Source: an optimization exercise on an open RTL-to-GDS flow (aim: small area, a short achievable clock period and few clock cycles per item). Production flows keep margins and buffers that such runs may drop.
Only simulation tests tie the RTL to the original design; equivalence was not proved.
No activity file was given, so power comes from the tool's default toggle rates.

==> flow/design.v, too long to show whole: its modules and the start of the top module <==
// module ex_muldiv_unit: 1128 lines
// module ex_muldiv_cout32: 22 lines
// module ex_muldiv_add32: 27 lines
module ex_muldiv_unit (
  input  logic        clk,
  input  logic        rst,
  input  logic        start_i,
  input  logic [2:0]  op_i,
  input  logic [31:0] rs1_i,
  input  logic [31:0] rs2_i,
  input  logic [4:0]  rd_addr_i,
  input  logic        flush_i,
  output logic        busy_o,
  output logic        done_o,
  output logic [31:0] result_o,
  output logic [4:0]  rd_addr_o
);
  // ...
==> flow/run.sh <==
#!/bin/bash
# synth_recipe.tcl (not shown) runs the flow's synth.tcl, then flattens the netlist and writes it again
# the make line also repeats each setting of config.mk as NAME=value (left out here)
make -C /OpenROAD-flow-scripts/flow DESIGN_CONFIG=/design/flow/config.mk WORK_HOME=/design/flow/orfs CLKGATE_MAP_FILE= SYNTH_SCRIPT=/design/flow/synth_recipe.tcl finish
==> flow/config.mk <==
export PLATFORM = sky130hd
export DESIGN_NAME = ex_muldiv_unit
export DESIGN_NICKNAME = ex_muldiv_unit
export VERILOG_FILES = /design/flow/design.v
export SDC_FILE = /design/flow/constraint.sdc
export NUM_CORES = 4
export LEC_CHECK = 0
export CAP_MARGIN = 30
export CORE_MARGIN = 2
export CORE_UTILIZATION = 40
export SETUP_SLACK_MARGIN = 4.5
export SLEW_MARGIN = 30
export SYNTH_HIERARCHICAL = 1
==> flow/constraint.sdc <==
create_clock -name core_clock -period 11.0 [get_ports {clk}]
set_input_delay 2.2000 -clock core_clock [delete_from_list [all_inputs] [get_ports {clk}]]
set_output_delay 2.2000 -clock core_clock [all_outputs]
set_load 0.01 [all_outputs]
==> out/summary.txt, run 1 <==
DP Area - 29,400 um2
Flop pwr share - 14.5%
clock group total power - 899 uW
met1 usage - 40.0%
internal power - 3.72 mW
met1 wire length - 44.0 mm
multiplexer share of the synthesized area - 6.59%
area of the multi-input gates - 21,300 um2
cell count along the critical path - 12
critical path type - reg -> out
first-pass GRT wire length - 159 mm
status - finished clean
Synth area leaders - fa_1 (21%), dfxtp_1 (15%), ha_1 (7.4%)
Detailed Place HPWL - 84.2 mm
cell area after layout - 30,500 um2
Inst Count DP - 4,213
Util after Layout - 44.5%
WHS Path Cells - 1
clock latency (worst-skew pair) - 0.57 ns
DR vias - 25.1k
# setup viols final - 0
Regs by FF count - acc_q x64, accc_q x63, a_q x33
total power draw - 7.81 mW
clock buffer count in the final layout - 33
CP delay by family, top - buffers and inverters
Post-synth ARST share - 1.92%
die area - 71,100 um2
Critical Path End - result_o[30]
Testbench counts, summed over its fixed seeds: cycles 19,583, ops 4,000.
==> inputs of run 2 (changes only) <==
--- a/flow/config.mk
+++ b/flow/config.mk
@@ -10,3 +10,3 @@
 export CORE_UTILIZATION = 40
-export SETUP_SLACK_MARGIN = 4.5
+export SETUP_SLACK_MARGIN = 5
 export SLEW_MARGIN = 30
==> run 2 against run 1 <==
Effect of this change:
- largest power group unchanged
- critical path depth increased by 2
- power increased by 3.9%
- final cell count increased by 0.56%
- fmax increased by 6.8%
- largest cell class unchanged
- register-to-register slack improved by 0.41 ns
- still clean on timing, DRC and antenna
- hold slack got worse by 0.0022 ns
- critical endpoint is now result_o[28]
- synthesized cell count unchanged
==> out/summary.txt, run 2 <==
die span in y - 267 um (unchanged)
YS warnings - 13 (unchanged)
xor/xnor share of the synthesized area - 5.33% (unchanged)
CP delay by family, top - compound AO/OA/AOI/OAI gates (was buffers and inverters)
drt pass-1 iters - 12 (unchanged)
CP Cell Sequence - buf_12, buf_12, mux2i_4, xnor2_2, ha_2, a21o_1, buf_4, a311oi_4, o21ai_4, a211oi_2, buf_4, o31ai_4, xor2_1, clkbuf_2 (was buf_16, mux2_2, ha_1, o211ai_1, o21ai_1, a31oi_4, nor3_4, o31ai_4, buf_4, o21bai_2, xor2_1, clkdlybuf4s50_1)
WL final - 108 mm (was 107 mm)
cell area after layout - 31,300 um2 (was 30,500 um2)
met1 wire length - 44.6 mm (was 44.0 mm)
# setup viols final - 0 (unchanged)
DRC viols - 0 (unchanged)
Worst Hold Class - reg -> reg (unchanged)
RSZ-0062 raised after global routing - yes (unchanged)
Critical Path Slowest Stage Cell - dfxtp_4 (was clkdlybuf4s50_1)
hold path startpoint - cnt_q[3]$_SDFF_PP0_ (was s_div$_DFF_PP0_)
Crit Path Max Fanout - 13 (was 17)
H-tree depth - 1 (unchanged)
clk buf depth - 3 (unchanged)
Post-Layout Cell Count - 4,296 (was 4,272)
routed wl met3 - 9.48 mm (was 9.60 mm)
max reg flops - 64 (unchanged)
Post-synth EDFFs - 0 (unchanged)
RePlAce Congestion - 1.06 (unchanged)
VDD IR-drop max - 0.158 mV (was 0.156 mV)
Overflow after GRT - 0 (unchanged)
Slew @ Worst Pin - 0.978 ns (was 0.970 ns)
Crit path buffers/inverters - 5 (was 3)
syn_area_per_cell - 8.17 um2 (unchanged)
Synth top area share - 20.6% (unchanged)
CTS tree - done (unchanged)
Top Layer Used - met5 (unchanged)
die area - 71,100 um2 (unchanged)
Detail Route Antenna Nets - 0 (unchanged)
Final period util - 54.3% (was 58.0%)
DR vias - 25.3k (was 25.1k)
Root Driver - clkbuf_16 (unchanged)
Synth area leaders - fa_1 (21%), dfxtp_1 (15%), ha_1 (7.4%) (unchanged)
setup_tns - 0 ns (unchanged)
final hold vios - 0 (unchanged)
reg2reg setup slack - 5.15 ns (was 4.74 ns)
Fillers - 6,807 (was 6,892)
main combinational cell family by area after synthesis - adder cells (unchanged)
CTS buffer count - 25 (unchanged)
number of diodes - 0 (was 1)
compound-cell area share of the yosys netlist - 17.9% (unchanged)
Post-synth top cells - nand2_1 (393), inv_1 (366), fa_1 (284), nor2_1 (220), dfxtp_1 (204) (unchanged)
Yosys cell types - 109 (unchanged)
Synth area leader - fa_1 (unchanged)
register area share after synthesis - 15.2% (unchanged)
Max Clock Freq - 167 MHz (was 157 MHz)
Crit path largest cell delay - 0.40 ns (was 0.55 ns)
Setup crit start kind - flop (unchanged)
Util after Layout - 45.8% (was 44.5%)
max_cap viols - 0 (unchanged)
Inst Count DP - 4,213 (unchanged)
commonest non-fill, non-tap cell in the layout - nand2_1 (unchanged)
clock sinks - 208 (unchanged)
core area - 68,500 um2 (unchanged)
NumNets Final - 3,918 (was 3,893)
Post-Synth Simple-Gate Area - 18.7% (unchanged)
Area growth, synth to finish - 13.6% (was 10.6%)
Worst EP arrival - 3.77 ns (was 4.17 ns)
critical path data required time - 8.80 ns (about the same)
IO Port Bufs - 104 (unchanged)
status - finished clean (unchanged)
Post-synth ARST share - 1.92% (unchanged)
Reg2Reg Depth - 21 (was 22)
share of layout cells above drive strength 1 - 10.8% (was 7.47%)
DP Area - 29,400 um2 (unchanged)
clock latency (worst-skew pair) - 0.57 ns (about the same)
Syn Inst Count - 3,376 (unchanged)
Max-slew headroom - 34.8% (was 35.3%)
Hold Crit Endpoint - cnt_q[3]$_SDFF_PP0_ (was first_q$_DFF_P_)
global router's overall resource usage - 30.3% (was 30.0%)
DIE WIDTH - 267 um (unchanged)
Detailed Place HPWL - 84.2 mm (unchanged)
wire length per cell - 25.2 um (was 25.0 um)
Top reg by flops - acc_q (unchanged)
RR Startpoint - acc_q[37]$_DFF_P_ (was a_q[22]$_DFF_P_)
Post-Syn Area - 27,600 um2 (unchanged)
first-pass GRT wire length - 161 mm (was 159 mm)
max-slew violations - 0 (unchanged)
Main synth FF type - dfxtp_1 (unchanged)
Worst-path clk slew - 0.07 ns (about the same)
multiplexer share of the synthesized area - 6.59% (unchanged)
pin count of the biggest net entering global routing - 91 (unchanged)
most frequent cells in the layout - nand2_1 (390), inv_1 (366), fa_1 (278) (was nand2_1 (393), inv_1 (366), fa_1 (283))
RR Endpoint - acc_q[55]$_DFF_P_ (unchanged)
Rows - 96 (unchanged)
Boundary Pins - 115 (unchanged)
vias in the first global route - 25.1k (was 24.7k)
Starting Density - 40.3% (unchanged)
Final Critical Period - 5.97 ns (was 6.37 ns)
antenna violations before repair - 3 (was 2)
via density per instance - 5.90 (was 5.88)
power per cell area - 259 nW/um2 (was 256 nW/um2)
post-synthesis adder-cell area fraction - 28.1% (unchanged)
Regs by FF count - acc_q x64, accc_q x63, a_q x33 (unchanged)
Worst setup EP type - output pin (unchanged)
critical path type - reg -> out (unchanged)
WHS Path Cells - 2 (was 1)
DR WL met2 - 47.1 mm (was 46.7 mm)
LEAKAGE - 13.6 nW (was 13.3 nW)
Worst Clk Skew - 0.0281 ns (was 0.0270 ns)
drt first-iter violations - 2,337 (was 2,489)
count leader, synth - nand2_1 (unchanged)
#FFs+latches synth - 208 (unchanged)
[run 2: cell counts after synthesis]
Identical to the previous run, type by type.
[run 2: metal layers]
layer	global-route usage, %	up-vias
met5	0.762	-
met3	5.00	289
met2	47.0	1293
li1	-	11400
met1	40.3	12300
met4	16.8	6
[run 2: power by group]
group | internal, mW | switching (mW) | total, mW
combinational | 2.44 | 3.62 | 6.06
sequential | 0.887 | 0.257 | 1.14
clock | 0.527 | 0.375 | 0.902
[run 2: what timing repair did]
action,CTS,global route
buffers inserted,24,11
endpoints found under the setup margin,63,50
resized for setup,101,104
gates cloned,2,0
hold buffers,0,0
pin swaps,22,26
[run 2: layout make-up]
type,instances,area [um2],area share [%]
timing repair buffer,194,1830,5.84
clock buffer,33,706,2.25
sequential,208,4240,13.5
multi-input combinational,2599,21900,69.9
tap,882,1100,3.52
inverter,367,1380,4.40
clock inverter,13,176,0.563
[run 2: cell families (layout without fill, tap and decap cells)]
family	Yosys count	after routing
AO/OA/AOI/OAI	732	732
XOR/XNOR	168	168
adder cells (fa/ha/maj)	449	449
buffers and inverters	570	607
flip-flops	208	208
multiplexers	175	175
other	1	2
AND/OR/NAND/NOR	1073	1073
[run 2: worst max-delay path by stage]
stage,slack [ns],endpoint,depth (start not counted),from
6_report,5.03,result_o[28],14,selhi_q$_DFF_P_
5_1_grt,4.91,acc_q[55]$_DFF_P_,21,acc_q[37]$_DFF_P_
4_1_cts,4.88,result_o[25],14,selhi_q$_DFF_P_
3_5_place_dp,4.12,acc_q[55]$_DFF_P_,21,a_q[9]$_DFF_P_
3_3_place_gp,4.18,acc_q[55]$_DFF_P_,21,a_q[10]$_DFF_P_
2_1_floorplan,5.47,result_o[31],13,selhi_q$_DFF_P_
[run 2: worst reg2reg max path, cell delays in order, from the launching register on]
cell and delay [ns]:
dfxtp_1 0.52, ha_1 0.38, a21o_1 0.23, a2111o_1 0.41, a41oi_1 0.26, o31a_1 0.35
a21oi_1 0.19, a311o_1 0.39, nand3_1 0.09, o21ai_0 0.18, ha_1 0.37, or2_0 0.21
and2_1 0.17, o22ai_1 0.27, nor2b_1 0.08, a21o_1 0.23, o221a_1 0.28, a21o_2 0.30
buf_6 0.20, and2_4 0.22, a222oi_1 0.25, o21ai_1 0.11
[run 2: Yosys stat by module, one instance, submodules excluded]
module,times used,flip-flops and latches,cell area (um2),cells
ex_muldiv_add32,1,0,1680,219
ex_muldiv_unit,1,208,25500,3085
ex_muldiv_cout32,1,0,449,72
[run 2: per-stage QoR]
step	worst slack, ns	total power [mW]	hold WS (ns)
6_report	5.03	8.11	0.578
5_1_grt	4.91	8.74	0.580
3_3_place_gp	4.18	6.77	0.558
2_1_floorplan	5.47	4.90	0.487
3_5_place_dp	4.12	6.77	0.544
4_1_cts	4.88	7.82	0.561

what the ideal ports hide:
The results above use ideal ports. As a check the final layouts listed here were re-extracted and re-timed, cells and wires unchanged. Step 1 assumes that a clkbuf_16 drives the clock port and a buf_2 every other input. Step 2 also shifts input and output timing later by t, the mid clock arrival at the registers, as if the neighbouring blocks saw the same clock. a / b / c = no drivers / after step 1 / after step 2; a / b = the first two.
| run | t, ns | slack for setup (ns) | worst slew at a driven data input, ns |
|---|---|---|---|
| run 1 | 0.603 | 4.625 / 4.575 / 4.745 | 0.06 |
| run 2 | 0.605 | 5.029 / 4.979 / 4.777 | 0.06 |
After both steps setup and hold are still met in every run listed. For run 2, which loses most, drivers alone change the setup slack by -0.050 ns; drivers and shift together by -0.252 ns.
